Context: an optimization exercise on an open-source flow, tuned for small area. The choices shown serve that exercise and are no tape-out recipe. The RTL was checked by simulation tests, not by an equivalence proof against the original design. Power is estimated from default activity; no workload was simulated.

## design/flow/run.sh

```bash
#!/bin/bash
# synth_recipe.tcl (not shown) runs the flow's synth.tcl, then flattens the netlist and writes it again
# the make line also repeats each setting of config.mk as NAME=value (left out here)
make -C /OpenROAD-flow-scripts/flow DESIGN_CONFIG=/design/flow/config.mk WORK_HOME=/design/flow/orfs CLKGATE_MAP_FILE= SYNTH_SCRIPT=/design/flow/synth_recipe.tcl finish
```

## design/flow/config.mk

```make
export PLATFORM = sky130hd
export DESIGN_NAME = matrix_alu
export DESIGN_NICKNAME = matrix_alu
export VERILOG_FILES = /design/flow/design.v
export SDC_FILE = /design/flow/constraint.sdc
export NUM_CORES = 4
export LEC_CHECK = 0
export CAP_MARGIN = 20
export CORE_MARGIN = 2
export CORE_UTILIZATION = 40
export SLEW_MARGIN = 20
```

## design/flow/constraint.sdc

```tcl
create_clock -name core_clock -period 8.0 [get_ports {clk}]
set_input_delay 1.6000 -clock core_clock [delete_from_list [all_inputs] [get_ports {clk}]]
set_output_delay 1.6000 -clock core_clock [all_outputs]
set_load 0.01 [all_outputs]
```

## design/flow/design.v

```verilog
package matrix_pkg;
    localparam int ELEM_W = 4;                    
    localparam int RES_W  = 9;                    
    typedef logic signed [ELEM_W-1:0] elem_t;     
    typedef logic signed [RES_W-1:0]  res_t;      
    typedef struct packed {
        elem_t m11;                               
        elem_t m12;                               
        elem_t m21;                               
        elem_t m22;                               
    } mat_in_t;
    typedef struct packed {
        res_t m11;
        res_t m12;
        res_t m21;
        res_t m22;
    } mat_out_t;
    typedef enum logic [2:0] {
        OP_ADD       = 3'd0,                      
        OP_SUB       = 3'd1,                      
        OP_SCALE     = 3'd2,                      
        OP_MUL       = 3'd3,                      
        OP_TRANSPOSE = 3'd4,                      
        OP_ADJ       = 3'd5,                      
        OP_DET       = 3'd6                       
    } op_t;
    typedef struct packed {
        mat_out_t sum;                            
        mat_out_t diff;                           
        mat_out_t scaled;                         
    } ew_results_t;
    function automatic res_t widen(input elem_t e);
        res_t w;
        w = e;                                    
        widen = w;
    endfunction
    function automatic mat_out_t widen_mat(input mat_in_t m);
        mat_out_t w;
        w.m11 = widen(m.m11);
        w.m12 = widen(m.m12);
        w.m21 = widen(m.m21);
        w.m22 = widen(m.m22);
        widen_mat = w;
    endfunction
endpackage
`timescale 1ns/1ps
module matrix_alu (
    input  logic        clk,
    input  logic        reset,
    input  logic        start,
    input  logic [2:0]  op,
    input  logic [15:0] a,
    input  logic [15:0] b,
    input  logic [3:0]  scalar,
    output logic [35:0] result,
    output logic [8:0]  det,
    output logic        singular,
    output logic        done
);
    logic [2:0]  opr;       
    logic [15:0] ar;        
    logic [15:0] br;        
    always_ff @(posedge clk) begin
        if (reset) done <= 1'b0;
        else       done <= start;
    end
    always_ff @(posedge clk) begin
        if (reset) begin
            opr       <= 3'd7;
            ar[15:8]  <= 8'd0;
        end else if (start) begin
            opr       <= (op == 3'd7) ? 3'd6 : op;
            ar[15:8]  <= a[15:8];
        end
    end
    always_ff @(posedge clk) begin
        if (start) begin
            ar[7:0] <= a[7:0];
            br      <= (op == 3'd2) ? {scalar, 8'd0, scalar} : b;
        end
    end
    logic [3:0] a11, a12, a21, a22, b11, b12, b21, b22;
    assign {a11, a12, a21, a22} = ar;
    assign {b11, b12, b21, b22} = br;
    logic [8:0] p11, p12, p21, p22;
    logic [7:0] dv;
    wire p11_0 = (a11[0] & b11[0]) ^ (a12[0] & b21[0]);
    wire p11_1 = (a11[0] & b11[0]) & (a12[0] & b21[0]);
    wire p11_2 = (a11[0] & b11[1]) ^ (a11[1] & b11[0]) ^ (a12[0] & b21[1]);
    wire p11_3 = ((a11[0] & b11[1]) & (a11[1] & b11[0])) | ((a11[0] & b11[1]) & (a12[0] & b21[1])) | ((a11[1] & b11[0]) & (a12[0] & b21[1]));
    wire p11_4 = (a12[1] & b21[0]) ^ p11_1 ^ p11_2;
    wire p11_5 = ((a12[1] & b21[0]) & p11_1) | ((a12[1] & b21[0]) & p11_2) | (p11_1 & p11_2);
    wire p11_6 = (a11[0] & b11[2]) ^ (a11[1] & b11[1]) ^ (a11[2] & b11[0]);
    wire p11_7 = ((a11[0] & b11[2]) & (a11[1] & b11[1])) | ((a11[0] & b11[2]) & (a11[2] & b11[0])) | ((a11[1] & b11[1]) & (a11[2] & b11[0]));
    wire p11_8 = (a12[0] & b21[2]) ^ (a12[1] & b21[1]) ^ (a12[2] & b21[0]);
    wire p11_9 = ((a12[0] & b21[2]) & (a12[1] & b21[1])) | ((a12[0] & b21[2]) & (a12[2] & b21[0])) | ((a12[1] & b21[1]) & (a12[2] & b21[0]));
    wire p11_10 = p11_3 ^ p11_5 ^ p11_6;
    wire p11_11 = (p11_3 & p11_5) | (p11_3 & p11_6) | (p11_5 & p11_6);
    wire p11_12 = p11_8 ^ p11_10;
    wire p11_13 = p11_8 & p11_10;
    wire p11_14 = ~(a11[0] & b11[3]) ^ (a11[1] & b11[2]) ^ (a11[2] & b11[1]);
    wire p11_15 = (~(a11[0] & b11[3]) & (a11[1] & b11[2])) | (~(a11[0] & b11[3]) & (a11[2] & b11[1])) | ((a11[1] & b11[2]) & (a11[2] & b11[1]));
    wire p11_16 = ~(a11[3] & b11[0]) ^ ~(a12[0] & b21[3]) ^ (a12[1] & b21[2]);
    wire p11_17 = (~(a11[3] & b11[0]) & ~(a12[0] & b21[3])) | (~(a11[3] & b11[0]) & (a12[1] & b21[2])) | (~(a12[0] & b21[3]) & (a12[1] & b21[2]));
    wire p11_18 = (a12[2] & b21[1]) ^ ~(a12[3] & b21[0]) ^ p11_7;
    wire p11_19 = ((a12[2] & b21[1]) & ~(a12[3] & b21[0])) | ((a12[2] & b21[1]) & p11_7) | (~(a12[3] & b21[0]) & p11_7);
    wire p11_20 = p11_9 ^ p11_11 ^ p11_13;
    wire p11_21 = (p11_9 & p11_11) | (p11_9 & p11_13) | (p11_11 & p11_13);
    wire p11_22 = p11_14 ^ p11_16 ^ p11_18;
    wire p11_23 = (p11_14 & p11_16) | (p11_14 & p11_18) | (p11_16 & p11_18);
    wire p11_24 = p11_20 ^ p11_22;
    wire p11_25 = p11_20 & p11_22;
    wire p11_26 = ~(a11[1] & b11[3]) ^ (a11[2] & b11[2]) ^ ~(a11[3] & b11[1]);
    wire p11_27 = (~(a11[1] & b11[3]) & (a11[2] & b11[2])) | (~(a11[1] & b11[3]) & ~(a11[3] & b11[1])) | ((a11[2] & b11[2]) & ~(a11[3] & b11[1]));
    wire p11_28 = ~(a12[1] & b21[3]) ^ (a12[2] & b21[2]) ^ ~(a12[3] & b21[1]);
    wire p11_29 = (~(a12[1] & b21[3]) & (a12[2] & b21[2])) | (~(a12[1] & b21[3]) & ~(a12[3] & b21[1])) | ((a12[2] & b21[2]) & ~(a12[3] & b21[1]));
    wire p11_30 = p11_15 ^ p11_17 ^ p11_19;
    wire p11_31 = (p11_15 & p11_17) | (p11_15 & p11_19) | (p11_17 & p11_19);
    wire p11_32 = p11_21 ^ p11_23 ^ p11_25;
    wire p11_33 = (p11_21 & p11_23) | (p11_21 & p11_25) | (p11_23 & p11_25);
    wire p11_34 = p11_26 ^ p11_28 ^ p11_30;
    wire p11_35 = (p11_26 & p11_28) | (p11_26 & p11_30) | (p11_28 & p11_30);
    wire p11_36 = p11_32 ^ p11_34;
    wire p11_37 = p11_32 & p11_34;
    wire p11_38 = ~(~(a11[2] & b11[3]) ^ ~(a11[3] & b11[2]));
    wire p11_39 = ~(a11[2] & b11[3]) | ~(a11[3] & b11[2]);
    wire p11_40 = ~(a12[2] & b21[3]) ^ ~(a12[3] & b21[2]) ^ p11_27;
    wire p11_41 = (~(a12[2] & b21[3]) & ~(a12[3] & b21[2])) | (~(a12[2] & b21[3]) & p11_27) | (~(a12[3] & b21[2]) & p11_27);
    wire p11_42 = p11_29 ^ p11_31 ^ p11_33;
    wire p11_43 = (p11_29 & p11_31) | (p11_29 & p11_33) | (p11_31 & p11_33);
    wire p11_44 = p11_35 ^ p11_37 ^ p11_38;
    wire p11_45 = (p11_35 & p11_37) | (p11_35 & p11_38) | (p11_37 & p11_38);
    wire p11_46 = p11_40 ^ p11_42 ^ p11_44;
    wire p11_47 = (p11_40 & p11_42) | (p11_40 & p11_44) | (p11_42 & p11_44);
    wire p11_48 = (a11[3] & b11[3]) ^ (a12[3] & b21[3]) ^ p11_39;
    wire p11_49 = ((a11[3] & b11[3]) & (a12[3] & b21[3])) | ((a11[3] & b11[3]) & p11_39) | ((a12[3] & b21[3]) & p11_39);
    wire p11_50 = p11_41 ^ p11_43 ^ p11_45;
    wire p11_51 = (p11_41 & p11_43) | (p11_41 & p11_45) | (p11_43 & p11_45);
    wire p11_52 = p11_47 ^ p11_48 ^ p11_50;
    wire p11_53 = (p11_47 & p11_48) | (p11_47 & p11_50) | (p11_48 & p11_50);
    wire p11_54 = p11_49 ^ p11_51 ^ p11_53;
    wire p11_55 = (p11_49 & p11_51) | (p11_49 & p11_53) | (p11_51 & p11_53);
    wire p11_56 = ~p11_55;
    wire p12_57 = (a11[0] & b12[0]) ^ (a12[0] & b22[0]);
    wire p12_58 = (a11[0] & b12[0]) & (a12[0] & b22[0]);
    wire p12_59 = (a11[0] & b12[1]) ^ (a11[1] & b12[0]) ^ (a12[0] & b22[1]);
    wire p12_60 = ((a11[0] & b12[1]) & (a11[1] & b12[0])) | ((a11[0] & b12[1]) & (a12[0] & b22[1])) | ((a11[1] & b12[0]) & (a12[0] & b22[1]));
    wire p12_61 = (a12[1] & b22[0]) ^ p12_58 ^ p12_59;
    wire p12_62 = ((a12[1] & b22[0]) & p12_58) | ((a12[1] & b22[0]) & p12_59) | (p12_58 & p12_59);
    wire p12_63 = (a11[0] & b12[2]) ^ (a11[1] & b12[1]) ^ (a11[2] & b12[0]);
    wire p12_64 = ((a11[0] & b12[2]) & (a11[1] & b12[1])) | ((a11[0] & b12[2]) & (a11[2] & b12[0])) | ((a11[1] & b12[1]) & (a11[2] & b12[0]));
    wire p12_65 = (a12[0] & b22[2]) ^ (a12[1] & b22[1]) ^ (a12[2] & b22[0]);
    wire p12_66 = ((a12[0] & b22[2]) & (a12[1] & b22[1])) | ((a12[0] & b22[2]) & (a12[2] & b22[0])) | ((a12[1] & b22[1]) & (a12[2] & b22[0]));
    wire p12_67 = p12_60 ^ p12_62 ^ p12_63;
    wire p12_68 = (p12_60 & p12_62) | (p12_60 & p12_63) | (p12_62 & p12_63);
    wire p12_69 = p12_65 ^ p12_67;
    wire p12_70 = p12_65 & p12_67;
    wire p12_71 = ~(a11[0] & b12[3]) ^ (a11[1] & b12[2]) ^ (a11[2] & b12[1]);
    wire p12_72 = (~(a11[0] & b12[3]) & (a11[1] & b12[2])) | (~(a11[0] & b12[3]) & (a11[2] & b12[1])) | ((a11[1] & b12[2]) & (a11[2] & b12[1]));
    wire p12_73 = ~(a11[3] & b12[0]) ^ ~(a12[0] & b22[3]) ^ (a12[1] & b22[2]);
    wire p12_74 = (~(a11[3] & b12[0]) & ~(a12[0] & b22[3])) | (~(a11[3] & b12[0]) & (a12[1] & b22[2])) | (~(a12[0] & b22[3]) & (a12[1] & b22[2]));
    wire p12_75 = (a12[2] & b22[1]) ^ ~(a12[3] & b22[0]) ^ p12_64;
    wire p12_76 = ((a12[2] & b22[1]) & ~(a12[3] & b22[0])) | ((a12[2] & b22[1]) & p12_64) | (~(a12[3] & b22[0]) & p12_64);
    wire p12_77 = p12_66 ^ p12_68 ^ p12_70;
    wire p12_78 = (p12_66 & p12_68) | (p12_66 & p12_70) | (p12_68 & p12_70);
    wire p12_79 = p12_71 ^ p12_73 ^ p12_75;
    wire p12_80 = (p12_71 & p12_73) | (p12_71 & p12_75) | (p12_73 & p12_75);
    wire p12_81 = p12_77 ^ p12_79;
    wire p12_82 = p12_77 & p12_79;
    wire p12_83 = ~(a11[1] & b12[3]) ^ (a11[2] & b12[2]) ^ ~(a11[3] & b12[1]);
    wire p12_84 = (~(a11[1] & b12[3]) & (a11[2] & b12[2])) | (~(a11[1] & b12[3]) & ~(a11[3] & b12[1])) | ((a11[2] & b12[2]) & ~(a11[3] & b12[1]));
    wire p12_85 = ~(a12[1] & b22[3]) ^ (a12[2] & b22[2]) ^ ~(a12[3] & b22[1]);
    wire p12_86 = (~(a12[1] & b22[3]) & (a12[2] & b22[2])) | (~(a12[1] & b22[3]) & ~(a12[3] & b22[1])) | ((a12[2] & b22[2]) & ~(a12[3] & b22[1]));
    wire p12_87 = p12_72 ^ p12_74 ^ p12_76;
    wire p12_88 = (p12_72 & p12_74) | (p12_72 & p12_76) | (p12_74 & p12_76);
    wire p12_89 = p12_78 ^ p12_80 ^ p12_82;
    wire p12_90 = (p12_78 & p12_80) | (p12_78 & p12_82) | (p12_80 & p12_82);
    wire p12_91 = p12_83 ^ p12_85 ^ p12_87;
    wire p12_92 = (p12_83 & p12_85) | (p12_83 & p12_87) | (p12_85 & p12_87);
    wire p12_93 = p12_89 ^ p12_91;
    wire p12_94 = p12_89 & p12_91;
    wire p12_95 = ~(~(a11[2] & b12[3]) ^ ~(a11[3] & b12[2]));
    wire p12_96 = ~(a11[2] & b12[3]) | ~(a11[3] & b12[2]);
    wire p12_97 = ~(a12[2] & b22[3]) ^ ~(a12[3] & b22[2]) ^ p12_84;
    wire p12_98 = (~(a12[2] & b22[3]) & ~(a12[3] & b22[2])) | (~(a12[2] & b22[3]) & p12_84) | (~(a12[3] & b22[2]) & p12_84);
    wire p12_99 = p12_86 ^ p12_88 ^ p12_90;
    wire p12_100 = (p12_86 & p12_88) | (p12_86 & p12_90) | (p12_88 & p12_90);
    wire p12_101 = p12_92 ^ p12_94 ^ p12_95;
    wire p12_102 = (p12_92 & p12_94) | (p12_92 & p12_95) | (p12_94 & p12_95);
    wire p12_103 = p12_97 ^ p12_99 ^ p12_101;
    wire p12_104 = (p12_97 & p12_99) | (p12_97 & p12_101) | (p12_99 & p12_101);
    wire p12_105 = (a11[3] & b12[3]) ^ (a12[3] & b22[3]) ^ p12_96;
    wire p12_106 = ((a11[3] & b12[3]) & (a12[3] & b22[3])) | ((a11[3] & b12[3]) & p12_96) | ((a12[3] & b22[3]) & p12_96);
    wire p12_107 = p12_98 ^ p12_100 ^ p12_102;
    wire p12_108 = (p12_98 & p12_100) | (p12_98 & p12_102) | (p12_100 & p12_102);
    wire p12_109 = p12_104 ^ p12_105 ^ p12_107;
    wire p12_110 = (p12_104 & p12_105) | (p12_104 & p12_107) | (p12_105 & p12_107);
    wire p12_111 = p12_106 ^ p12_108 ^ p12_110;
    wire p12_112 = (p12_106 & p12_108) | (p12_106 & p12_110) | (p12_108 & p12_110);
    wire p12_113 = ~p12_112;
    wire p21_114 = (a21[0] & b11[0]) ^ (a22[0] & b21[0]);
    wire p21_115 = (a21[0] & b11[0]) & (a22[0] & b21[0]);
    wire p21_116 = (a21[0] & b11[1]) ^ (a21[1] & b11[0]) ^ (a22[0] & b21[1]);
    wire p21_117 = ((a21[0] & b11[1]) & (a21[1] & b11[0])) | ((a21[0] & b11[1]) & (a22[0] & b21[1])) | ((a21[1] & b11[0]) & (a22[0] & b21[1]));
    wire p21_118 = (a22[1] & b21[0]) ^ p21_115 ^ p21_116;
    wire p21_119 = ((a22[1] & b21[0]) & p21_115) | ((a22[1] & b21[0]) & p21_116) | (p21_115 & p21_116);
    wire p21_120 = (a21[0] & b11[2]) ^ (a21[1] & b11[1]) ^ (a21[2] & b11[0]);
    wire p21_121 = ((a21[0] & b11[2]) & (a21[1] & b11[1])) | ((a21[0] & b11[2]) & (a21[2] & b11[0])) | ((a21[1] & b11[1]) & (a21[2] & b11[0]));
    wire p21_122 = (a22[0] & b21[2]) ^ (a22[1] & b21[1]) ^ (a22[2] & b21[0]);
    wire p21_123 = ((a22[0] & b21[2]) & (a22[1] & b21[1])) | ((a22[0] & b21[2]) & (a22[2] & b21[0])) | ((a22[1] & b21[1]) & (a22[2] & b21[0]));
    wire p21_124 = p21_117 ^ p21_119 ^ p21_120;
    wire p21_125 = (p21_117 & p21_119) | (p21_117 & p21_120) | (p21_119 & p21_120);
    wire p21_126 = p21_122 ^ p21_124;
    wire p21_127 = p21_122 & p21_124;
    wire p21_128 = ~(a21[0] & b11[3]) ^ (a21[1] & b11[2]) ^ (a21[2] & b11[1]);
    wire p21_129 = (~(a21[0] & b11[3]) & (a21[1] & b11[2])) | (~(a21[0] & b11[3]) & (a21[2] & b11[1])) | ((a21[1] & b11[2]) & (a21[2] & b11[1]));
    wire p21_130 = ~(a21[3] & b11[0]) ^ ~(a22[0] & b21[3]) ^ (a22[1] & b21[2]);
    wire p21_131 = (~(a21[3] & b11[0]) & ~(a22[0] & b21[3])) | (~(a21[3] & b11[0]) & (a22[1] & b21[2])) | (~(a22[0] & b21[3]) & (a22[1] & b21[2]));
    wire p21_132 = (a22[2] & b21[1]) ^ ~(a22[3] & b21[0]) ^ p21_121;
    wire p21_133 = ((a22[2] & b21[1]) & ~(a22[3] & b21[0])) | ((a22[2] & b21[1]) & p21_121) | (~(a22[3] & b21[0]) & p21_121);
    wire p21_134 = p21_123 ^ p21_125 ^ p21_127;
    wire p21_135 = (p21_123 & p21_125) | (p21_123 & p21_127) | (p21_125 & p21_127);
    wire p21_136 = p21_128 ^ p21_130 ^ p21_132;
    wire p21_137 = (p21_128 & p21_130) | (p21_128 & p21_132) | (p21_130 & p21_132);
    wire p21_138 = p21_134 ^ p21_136;
    wire p21_139 = p21_134 & p21_136;
    wire p21_140 = ~(a21[1] & b11[3]) ^ (a21[2] & b11[2]) ^ ~(a21[3] & b11[1]);
    wire p21_141 = (~(a21[1] & b11[3]) & (a21[2] & b11[2])) | (~(a21[1] & b11[3]) & ~(a21[3] & b11[1])) | ((a21[2] & b11[2]) & ~(a21[3] & b11[1]));
    wire p21_142 = ~(a22[1] & b21[3]) ^ (a22[2] & b21[2]) ^ ~(a22[3] & b21[1]);
    wire p21_143 = (~(a22[1] & b21[3]) & (a22[2] & b21[2])) | (~(a22[1] & b21[3]) & ~(a22[3] & b21[1])) | ((a22[2] & b21[2]) & ~(a22[3] & b21[1]));
    wire p21_144 = p21_129 ^ p21_131 ^ p21_133;
    wire p21_145 = (p21_129 & p21_131) | (p21_129 & p21_133) | (p21_131 & p21_133);
    wire p21_146 = p21_135 ^ p21_137 ^ p21_139;
    wire p21_147 = (p21_135 & p21_137) | (p21_135 & p21_139) | (p21_137 & p21_139);
    wire p21_148 = p21_140 ^ p21_142 ^ p21_144;
    wire p21_149 = (p21_140 & p21_142) | (p21_140 & p21_144) | (p21_142 & p21_144);
    wire p21_150 = p21_146 ^ p21_148;
    wire p21_151 = p21_146 & p21_148;
    wire p21_152 = ~(~(a21[2] & b11[3]) ^ ~(a21[3] & b11[2]));
    wire p21_153 = ~(a21[2] & b11[3]) | ~(a21[3] & b11[2]);
    wire p21_154 = ~(a22[2] & b21[3]) ^ ~(a22[3] & b21[2]) ^ p21_141;
    wire p21_155 = (~(a22[2] & b21[3]) & ~(a22[3] & b21[2])) | (~(a22[2] & b21[3]) & p21_141) | (~(a22[3] & b21[2]) & p21_141);
    wire p21_156 = p21_143 ^ p21_145 ^ p21_147;
    wire p21_157 = (p21_143 & p21_145) | (p21_143 & p21_147) | (p21_145 & p21_147);
    wire p21_158 = p21_149 ^ p21_151 ^ p21_152;
    wire p21_159 = (p21_149 & p21_151) | (p21_149 & p21_152) | (p21_151 & p21_152);
    wire p21_160 = p21_154 ^ p21_156 ^ p21_158;
    wire p21_161 = (p21_154 & p21_156) | (p21_154 & p21_158) | (p21_156 & p21_158);
    wire p21_162 = (a21[3] & b11[3]) ^ (a22[3] & b21[3]) ^ p21_153;
    wire p21_163 = ((a21[3] & b11[3]) & (a22[3] & b21[3])) | ((a21[3] & b11[3]) & p21_153) | ((a22[3] & b21[3]) & p21_153);
    wire p21_164 = p21_155 ^ p21_157 ^ p21_159;
    wire p21_165 = (p21_155 & p21_157) | (p21_155 & p21_159) | (p21_157 & p21_159);
    wire p21_166 = p21_161 ^ p21_162 ^ p21_164;
    wire p21_167 = (p21_161 & p21_162) | (p21_161 & p21_164) | (p21_162 & p21_164);
    wire p21_168 = p21_163 ^ p21_165 ^ p21_167;
    wire p21_169 = (p21_163 & p21_165) | (p21_163 & p21_167) | (p21_165 & p21_167);
    wire p21_170 = ~p21_169;
    wire p22_171 = (a21[0] & b12[0]) ^ (a22[0] & b22[0]);
    wire p22_172 = (a21[0] & b12[0]) & (a22[0] & b22[0]);
    wire p22_173 = (a21[0] & b12[1]) ^ (a21[1] & b12[0]) ^ (a22[0] & b22[1]);
    wire p22_174 = ((a21[0] & b12[1]) & (a21[1] & b12[0])) | ((a21[0] & b12[1]) & (a22[0] & b22[1])) | ((a21[1] & b12[0]) & (a22[0] & b22[1]));
    wire p22_175 = (a22[1] & b22[0]) ^ p22_172 ^ p22_173;
    wire p22_176 = ((a22[1] & b22[0]) & p22_172) | ((a22[1] & b22[0]) & p22_173) | (p22_172 & p22_173);
    wire p22_177 = (a21[0] & b12[2]) ^ (a21[1] & b12[1]) ^ (a21[2] & b12[0]);
    wire p22_178 = ((a21[0] & b12[2]) & (a21[1] & b12[1])) | ((a21[0] & b12[2]) & (a21[2] & b12[0])) | ((a21[1] & b12[1]) & (a21[2] & b12[0]));
    wire p22_179 = (a22[0] & b22[2]) ^ (a22[1] & b22[1]) ^ (a22[2] & b22[0]);
    wire p22_180 = ((a22[0] & b22[2]) & (a22[1] & b22[1])) | ((a22[0] & b22[2]) & (a22[2] & b22[0])) | ((a22[1] & b22[1]) & (a22[2] & b22[0]));
    wire p22_181 = p22_174 ^ p22_176 ^ p22_177;
    wire p22_182 = (p22_174 & p22_176) | (p22_174 & p22_177) | (p22_176 & p22_177);
    wire p22_183 = p22_179 ^ p22_181;
    wire p22_184 = p22_179 & p22_181;
    wire p22_185 = ~(a21[0] & b12[3]) ^ (a21[1] & b12[2]) ^ (a21[2] & b12[1]);
    wire p22_186 = (~(a21[0] & b12[3]) & (a21[1] & b12[2])) | (~(a21[0] & b12[3]) & (a21[2] & b12[1])) | ((a21[1] & b12[2]) & (a21[2] & b12[1]));
    wire p22_187 = ~(a21[3] & b12[0]) ^ ~(a22[0] & b22[3]) ^ (a22[1] & b22[2]);
    wire p22_188 = (~(a21[3] & b12[0]) & ~(a22[0] & b22[3])) | (~(a21[3] & b12[0]) & (a22[1] & b22[2])) | (~(a22[0] & b22[3]) & (a22[1] & b22[2]));
    wire p22_189 = (a22[2] & b22[1]) ^ ~(a22[3] & b22[0]) ^ p22_178;
    wire p22_190 = ((a22[2] & b22[1]) & ~(a22[3] & b22[0])) | ((a22[2] & b22[1]) & p22_178) | (~(a22[3] & b22[0]) & p22_178);
    wire p22_191 = p22_180 ^ p22_182 ^ p22_184;
    wire p22_192 = (p22_180 & p22_182) | (p22_180 & p22_184) | (p22_182 & p22_184);
    wire p22_193 = p22_185 ^ p22_187 ^ p22_189;
    wire p22_194 = (p22_185 & p22_187) | (p22_185 & p22_189) | (p22_187 & p22_189);
    wire p22_195 = p22_191 ^ p22_193;
    wire p22_196 = p22_191 & p22_193;
    wire p22_197 = ~(a21[1] & b12[3]) ^ (a21[2] & b12[2]) ^ ~(a21[3] & b12[1]);
    wire p22_198 = (~(a21[1] & b12[3]) & (a21[2] & b12[2])) | (~(a21[1] & b12[3]) & ~(a21[3] & b12[1])) | ((a21[2] & b12[2]) & ~(a21[3] & b12[1]));
    wire p22_199 = ~(a22[1] & b22[3]) ^ (a22[2] & b22[2]) ^ ~(a22[3] & b22[1]);
    wire p22_200 = (~(a22[1] & b22[3]) & (a22[2] & b22[2])) | (~(a22[1] & b22[3]) & ~(a22[3] & b22[1])) | ((a22[2] & b22[2]) & ~(a22[3] & b22[1]));
    wire p22_201 = p22_186 ^ p22_188 ^ p22_190;
    wire p22_202 = (p22_186 & p22_188) | (p22_186 & p22_190) | (p22_188 & p22_190);
    wire p22_203 = p22_192 ^ p22_194 ^ p22_196;
    wire p22_204 = (p22_192 & p22_194) | (p22_192 & p22_196) | (p22_194 & p22_196);
    wire p22_205 = p22_197 ^ p22_199 ^ p22_201;
    wire p22_206 = (p22_197 & p22_199) | (p22_197 & p22_201) | (p22_199 & p22_201);
    wire p22_207 = p22_203 ^ p22_205;
    wire p22_208 = p22_203 & p22_205;
    wire p22_209 = ~(~(a21[2] & b12[3]) ^ ~(a21[3] & b12[2]));
    wire p22_210 = ~(a21[2] & b12[3]) | ~(a21[3] & b12[2]);
    wire p22_211 = ~(a22[2] & b22[3]) ^ ~(a22[3] & b22[2]) ^ p22_198;
    wire p22_212 = (~(a22[2] & b22[3]) & ~(a22[3] & b22[2])) | (~(a22[2] & b22[3]) & p22_198) | (~(a22[3] & b22[2]) & p22_198);
    wire p22_213 = p22_200 ^ p22_202 ^ p22_204;
    wire p22_214 = (p22_200 & p22_202) | (p22_200 & p22_204) | (p22_202 & p22_204);
    wire p22_215 = p22_206 ^ p22_208 ^ p22_209;
    wire p22_216 = (p22_206 & p22_208) | (p22_206 & p22_209) | (p22_208 & p22_209);
    wire p22_217 = p22_211 ^ p22_213 ^ p22_215;
    wire p22_218 = (p22_211 & p22_213) | (p22_211 & p22_215) | (p22_213 & p22_215);
    wire p22_219 = (a21[3] & b12[3]) ^ (a22[3] & b22[3]) ^ p22_210;
    wire p22_220 = ((a21[3] & b12[3]) & (a22[3] & b22[3])) | ((a21[3] & b12[3]) & p22_210) | ((a22[3] & b22[3]) & p22_210);
    wire p22_221 = p22_212 ^ p22_214 ^ p22_216;
    wire p22_222 = (p22_212 & p22_214) | (p22_212 & p22_216) | (p22_214 & p22_216);
    wire p22_223 = p22_218 ^ p22_219 ^ p22_221;
    wire p22_224 = (p22_218 & p22_219) | (p22_218 & p22_221) | (p22_219 & p22_221);
    wire p22_225 = p22_220 ^ p22_222 ^ p22_224;
    wire p22_226 = (p22_220 & p22_222) | (p22_220 & p22_224) | (p22_222 & p22_224);
    wire p22_227 = ~p22_226;
    wire d_228 = ~((a11[0] & a22[0]) ^ ~(a12[0] & a21[0]));
    wire d_229 = (a11[0] & a22[0]) | ~(a12[0] & a21[0]);
    wire d_230 = ~((a11[0] & a22[1]) ^ (a11[1] & a22[0]));
    wire d_231 = (a11[0] & a22[1]) | (a11[1] & a22[0]);
    wire d_232 = ~(a12[0] & a21[1]) ^ ~(a12[1] & a21[0]) ^ d_229;
    wire d_233 = (~(a12[0] & a21[1]) & ~(a12[1] & a21[0])) | (~(a12[0] & a21[1]) & d_229) | (~(a12[1] & a21[0]) & d_229);
    wire d_234 = d_230 ^ d_232;
    wire d_235 = d_230 & d_232;
    wire d_236 = ~((a11[0] & a22[2]) ^ (a11[1] & a22[1]));
    wire d_237 = (a11[0] & a22[2]) | (a11[1] & a22[1]);
    wire d_238 = (a11[2] & a22[0]) ^ ~(a12[0] & a21[2]) ^ ~(a12[1] & a21[1]);
    wire d_239 = ((a11[2] & a22[0]) & ~(a12[0] & a21[2])) | ((a11[2] & a22[0]) & ~(a12[1] & a21[1])) | (~(a12[0] & a21[2]) & ~(a12[1] & a21[1]));
    wire d_240 = ~(a12[2] & a21[0]) ^ d_231 ^ d_233;
    wire d_241 = (~(a12[2] & a21[0]) & d_231) | (~(a12[2] & a21[0]) & d_233) | (d_231 & d_233);
    wire d_242 = d_235 ^ d_236 ^ d_238;
    wire d_243 = (d_235 & d_236) | (d_235 & d_238) | (d_236 & d_238);
    wire d_244 = d_240 ^ d_242;
    wire d_245 = d_240 & d_242;
    wire d_246 = ~(~(a11[0] & a22[3]) ^ (a11[1] & a22[2]));
    wire d_247 = ~(a11[0] & a22[3]) | (a11[1] & a22[2]);
    wire d_248 = (a11[2] & a22[1]) ^ ~(a11[3] & a22[0]) ^ (a12[0] & a21[3]);
    wire d_249 = ((a11[2] & a22[1]) & ~(a11[3] & a22[0])) | ((a11[2] & a22[1]) & (a12[0] & a21[3])) | (~(a11[3] & a22[0]) & (a12[0] & a21[3]));
    wire d_250 = ~(a12[1] & a21[2]) ^ ~(a12[2] & a21[1]) ^ (a12[3] & a21[0]);
    wire d_251 = (~(a12[1] & a21[2]) & ~(a12[2] & a21[1])) | (~(a12[1] & a21[2]) & (a12[3] & a21[0])) | (~(a12[2] & a21[1]) & (a12[3] & a21[0]));
    wire d_252 = d_237 ^ d_239 ^ d_241;
    wire d_253 = (d_237 & d_239) | (d_237 & d_241) | (d_239 & d_241);
    wire d_254 = d_243 ^ d_245 ^ d_246;
    wire d_255 = (d_243 & d_245) | (d_243 & d_246) | (d_245 & d_246);
    wire d_256 = d_248 ^ d_250 ^ d_252;
    wire d_257 = (d_248 & d_250) | (d_248 & d_252) | (d_250 & d_252);
    wire d_258 = d_254 ^ d_256;
    wire d_259 = d_254 & d_256;
    wire d_260 = ~(~(a11[1] & a22[3]) ^ (a11[2] & a22[2]));
    wire d_261 = ~(a11[1] & a22[3]) | (a11[2] & a22[2]);
    wire d_262 = ~(a11[3] & a22[1]) ^ (a12[1] & a21[3]) ^ ~(a12[2] & a21[2]);
    wire d_263 = (~(a11[3] & a22[1]) & (a12[1] & a21[3])) | (~(a11[3] & a22[1]) & ~(a12[2] & a21[2])) | ((a12[1] & a21[3]) & ~(a12[2] & a21[2]));
    wire d_264 = (a12[3] & a21[1]) ^ d_247 ^ d_249;
    wire d_265 = ((a12[3] & a21[1]) & d_247) | ((a12[3] & a21[1]) & d_249) | (d_247 & d_249);
    wire d_266 = d_251 ^ d_253 ^ d_255;
    wire d_267 = (d_251 & d_253) | (d_251 & d_255) | (d_253 & d_255);
    wire d_268 = d_257 ^ d_259 ^ d_260;
    wire d_269 = (d_257 & d_259) | (d_257 & d_260) | (d_259 & d_260);
    wire d_270 = d_262 ^ d_264 ^ d_266;
    wire d_271 = (d_262 & d_264) | (d_262 & d_266) | (d_264 & d_266);
    wire d_272 = d_268 ^ d_270;
    wire d_273 = d_268 & d_270;
    wire d_274 = ~(a11[2] & a22[3]) ^ ~(a11[3] & a22[2]) ^ (a12[2] & a21[3]);
    wire d_275 = (~(a11[2] & a22[3]) & ~(a11[3] & a22[2])) | (~(a11[2] & a22[3]) & (a12[2] & a21[3])) | (~(a11[3] & a22[2]) & (a12[2] & a21[3]));
    wire d_276 = (a12[3] & a21[2]) ^ d_261 ^ d_263;
    wire d_277 = ((a12[3] & a21[2]) & d_261) | ((a12[3] & a21[2]) & d_263) | (d_261 & d_263);
    wire d_278 = d_265 ^ d_267 ^ d_269;
    wire d_279 = (d_265 & d_267) | (d_265 & d_269) | (d_267 & d_269);
    wire d_280 = d_271 ^ d_273 ^ d_274;
    wire d_281 = (d_271 & d_273) | (d_271 & d_274) | (d_273 & d_274);
    wire d_282 = d_276 ^ d_278 ^ d_280;
    wire d_283 = (d_276 & d_278) | (d_276 & d_280) | (d_278 & d_280);
    wire d_284 = (a11[3] & a22[3]) ^ ~(a12[3] & a21[3]) ^ d_275;
    wire d_285 = ((a11[3] & a22[3]) & ~(a12[3] & a21[3])) | ((a11[3] & a22[3]) & d_275) | (~(a12[3] & a21[3]) & d_275);
    wire d_286 = d_277 ^ d_279 ^ d_281;
    wire d_287 = (d_277 & d_279) | (d_277 & d_281) | (d_279 & d_281);
    wire d_288 = d_283 ^ d_284 ^ d_286;
    wire d_289 = (d_283 & d_284) | (d_283 & d_286) | (d_284 & d_286);
    wire d_290 = d_285 ^ d_287 ^ d_289;
    assign p11 = {p11_56, p11_54, p11_52, p11_46, p11_36, p11_24, p11_12, p11_4, p11_0};
    assign p12 = {p12_113, p12_111, p12_109, p12_103, p12_93, p12_81, p12_69, p12_61, p12_57};
    assign p21 = {p21_170, p21_168, p21_166, p21_160, p21_150, p21_138, p21_126, p21_118, p21_114};
    assign p22 = {p22_227, p22_225, p22_223, p22_217, p22_207, p22_195, p22_183, p22_175, p22_171};
    assign dv = {d_290, d_288, d_282, d_272, d_258, d_244, d_234, d_228};
    logic zero_det;
    assign zero_det = (dv == 8'd0);
    function automatic logic [8:0] sx(input logic [3:0] e);
        sx = {{5{e[3]}}, e};
    endfunction
    logic [8:0] s11, s12, s21, s22;
    always_comb begin
        if (opr[0]) begin
            s11 = sx(a11) - sx(b11); s12 = sx(a12) - sx(b12);
            s21 = sx(a21) - sx(b21); s22 = sx(a22) - sx(b22);
        end else begin
            s11 = sx(a11) + sx(b11); s12 = sx(a12) + sx(b12);
            s21 = sx(a21) + sx(b21); s22 = sx(a22) + sx(b22);
        end
    end
    logic [8:0] r11, r12, r21, r22;
    always_comb begin
        r11 = '0; r12 = '0; r21 = '0; r22 = '0;
        case (opr)
            3'd0, 3'd1: begin r11 = s11; r12 = s12; r21 = s21; r22 = s22; end
            3'd2, 3'd3: begin r11 = p11; r12 = p12; r21 = p21; r22 = p22; end
            3'd4: begin r11 = sx(a11); r12 = sx(a21); r21 = sx(a12); r22 = sx(a22); end
            3'd5: if (!zero_det) begin
                r11 = sx(a22); r12 = -sx(a12); r21 = -sx(a21); r22 = sx(a11);
            end
            default: ;
        endcase
    end
    assign result   = {r11, r12, r21, r22};
    assign det      = {dv[7], dv};
    assign singular = zero_det & (opr != 3'd7);
endmodule
```

==> results.cfg <==
[hold_path]
worstHoldEndpoint = ar[12]
holdPathStages = 3
hp-class = flip-flop to flip-flop
hold_start = ar[12]

[clock_tree]
cts_buffers = 5
cts_tree = yes
clock_latency_ns = 0.27
cts_root_buf = clkbuf_16
htreeDepth = 2
clk_pin_slew_worst_paths_ns = 0.05
clkSinkCount = 36
cts_buffer_depth = 2

[floorplanning]
start_util_pct = 40.6
dieArea_mm2 = 0.0193
die_width_um = 139
die_height_um = 139
num_rows = 49
ios = 89
coreArea_mm2 = 0.0179

[synth]
syn-cell-area_mm2 = 0.00726
synth_area_per_cell_um2 = 8.64
synthFlopType = edfxtp_1
yosys.area.top_type_share_pct = 32.5
yosys.area_share.adder_pct = 42.3
synth_xor_area_share_pct = 2.50
ys_ff_latch = 36
syn_inst = 841
synth.distinct_cells = 49
ys_top_cells_by_area = fa_1 (33%), edfxtp_1 (9.9%), ha_1 (9.8%)
synth_top_family_by_area = adder cells
syn_nets = 1058
yosys.area.top_type = fa_1
async_reset_ff_share_pct = 0
synth_edf_count = 24
synth_compound_area_share_pct = 7.35
yosys_warnings = 1
synthSimpleGateAreaFrac_pct = 20.6
synth.area.mux_share_pct = 2.55
yosysSeqAreaShare_pct = 13.2

[route]
vias = 5964
finalWirelength_mm = 22.3
first_iter_violations = 344
drcViolationCount = 0
ant_nets = 0
routedWlPerCell_um = 18.8
vias_per_cell = 5.04
firstDrtPassIters = 5

[critical_path]
r2r_start = opr[0]
reg2reg_depth = 3
endpoint_kind = primary output
path_class = flip-flop to primary output
r2r_end = opr[0]
cpMostUsedCell = fa_1
slowest_stage = fa_1
crit_arrival_ns = 6.56
required_ns = 6.40
critPathLaunchType = flip-flop
critPathMaxFanout = 2
critPathMaxStageDelay_ns = 0.57
regToRegSetupSlack_ns = 6.14

[place]
place_congestion = 0.902
portBuffers = 88
hpwl_mm = 17.3
placed_cells = 1167

[sta]
holdWs_ns = 0.746
fmax_ghz = 0.123
layout_min_cycle_time_ns = 8.16
timing.final.ws_setup_ns = -0.157
maxSlewHeadroom_pct = 26.3
drv_slew = 0
rsz0062_at_grt = yes
finalHoldViolCount = 0
finalCritPeriodShare_pct = 102
finalSetupViolCount = 30
worst_pin_slew_ns = 1.10
setup_tns_ns = -2.39
finalClockSkew_ns = 0

[layout]
final-instance-count-excl-fill = 1184
layout.nets = 1171
finish.utilization_pct = 50.0
diodes = 0
syn_to_final_growth_pct = 23.1
fill_cells = 1738
drive_gt1_share_pct = 17.2

[global_routing]
grt_overflow = 0
grt_util_all_layers_pct = 23.8
grt_start_max_net_pins = 40
antenna_found_initial = 0
grt_pass1_wl_mm = 35.8
grt_pass1_vias = 6424

[pwr]
power.leakage_nw = 4.27
powerDensity_mw_per_mm2 = 201
ir_drop_v = 0.000175
p_total_mw = 1.80

[flow_run]
drv_cap = 0

[outcome]
so.violations = setup timing
status = complete, but fails checks
==> Yosys cell counts (5+ instances only) <==
cell      number
nor2b_1       12
dfxtp_1       12
edfxtp_1      24
buf_2          8
o21a_1         8
mux2i_1       14
o221ai_1      10
ha_1          57
inv_1        151
nor3_1        10
nand2_1      108
a21oi_1       24
a211oi_1       6
nand3_1       11
xnor2_1       14
and2_1        76
nand2b_1       5
nor2_1        80
buf_4          9
fa_1         118
clkbuf_1      31
a31oi_1        5
==> area by class of cell <==
type                            count  area (um^2)  area share (%)
Clock buffer                        6          129            1.44
Clock inverter                      2         11.3           0.126
Inverter                          154          579            6.48
Multi-Input combinational cell    600         5690            63.6
Sequential cell                    36          962            10.8
Tap cell                          229          287            3.20
Timing Repair Buffer              157         1290            14.4
==> what timing repair did <==
item                                    CTS  global route
endpoints found under the setup margin   39            39
pin swaps                                20             2
resized for setup                       189            10
setup buffers                             8             0
cloned                                    1             0
hold buffers                              0             0
==> worst max-delay path, delay by kind of cell, from the launching register on <==
kind	cells	cell delay, ns
compound gates	2	0.43
fa+ha+maj	12	4.23
buf+inv	10	0.88
flops	1	0.40
simple gates	4	0.36
==> registers in the layout, summed over array words and instances (netlist names) <==
name / cells
ar: 16
done: 1
opr: 3
br: 16
==> through the flow <==
| step | area [um^2] | setup WS, ns |
|---|---|---|
| floorplan | 7270 | 0.0246 |
| global placement | 8650 | -1.42 |
| detailed placement | 8650 | -0.944 |
| CTS | 8930 | -0.134 |
| global route | 8950 | -0.463 |
| finish | 8950 | -0.157 |
==> kinds of logic (layout without fill, tap and decap cells) <==
logic type	count (synthesis)	after routing
adder cells (fa/ha/maj)	175	175
AO/OA/AOI/OAI	72	72
AND/OR/NAND/NOR	315	316
buffers and inverters	206	319
flip-flops	36	36
XOR/XNOR	19	19
multiplexers	18	18
==> layer usage <==
layer  up-vias  global-route usage (%)  routed length (um)
met5         -                       0                   0
met1      2900                    33.1               10100
met4         0                    5.69                 584
li1       2823                       -                   -
met3        36                    4.52                1620
met2       205                    38.5                9920
==> layout by cell type, fill, tap and decap left out, types with 11 or more instances in the layout <==
cell type,count
dfxtp_1,11
nand3_1,11
ha_1,55
nor2_1,75
buf_2,34
inv_1,149
buf_4,58
mux2i_1,14
xnor2_1,14
a21oi_1,24
edfxtp_1,24
fa_1,113
nand2_1,106
clkdlybuf4s50_1,50
and2_1,75
==> report_power, final <==
| part | switching [mW] | internal, mW | leakage (nW) | total, mW |
|---|---|---|---|---|
| Sequential | 0.0262 | 0.215 | 0.334 | 0.242 |
| Clock | 0.0690 | 0.114 | 0.0645 | 0.183 |
| Combinational | 0.713 | 0.664 | 3.88 | 1.38 |
| Total | 0.808 | 0.993 | 4.27 | 1.80 |
==> worst max-delay path by stage <==
stage | depth (start not counted) | slack (ns) | end | start
floorplan | 25 | 0.02 | result[10] | ar[4]
global placement | 26 | -1.42 | result[31] | ar[4]
detailed placement | 26 | -0.94 | result[34] | ar[4]
CTS | 28 | -0.13 | result[13] | ar[4]
global route | 28 | -0.46 | result[13] | ar[4]
finish | 28 | -0.16 | result[13] | ar[4]

-- separate check: timing with driven ports --
In the flow no input, the clock included, has a driving cell. The finished layout below was timed again as built, in two steps. Step 1 assumes that a clkbuf_16 drives the clock port and a buf_2 every other input. Step 2, shift: input delay + t, output delay - t, t = (earliest + latest rising clock arrival at the registers) / 2. This alone moves slack from input paths to output paths. a / b / c = ideal ports / drivers / drivers and shift; a / b = the first two.
t, ns: 0.304
setup slack, ns: -0.157 / -0.189 / 0.115
latest minus earliest clock arrival (ns): 0.003 / 0.003
slew at the worst register clock pin (ns): 0.05 / 0.05
cell pins on the clock port's net: 1
The setup slack of this run moves by -0.032 ns with the drivers and by +0.272 ns with both steps.
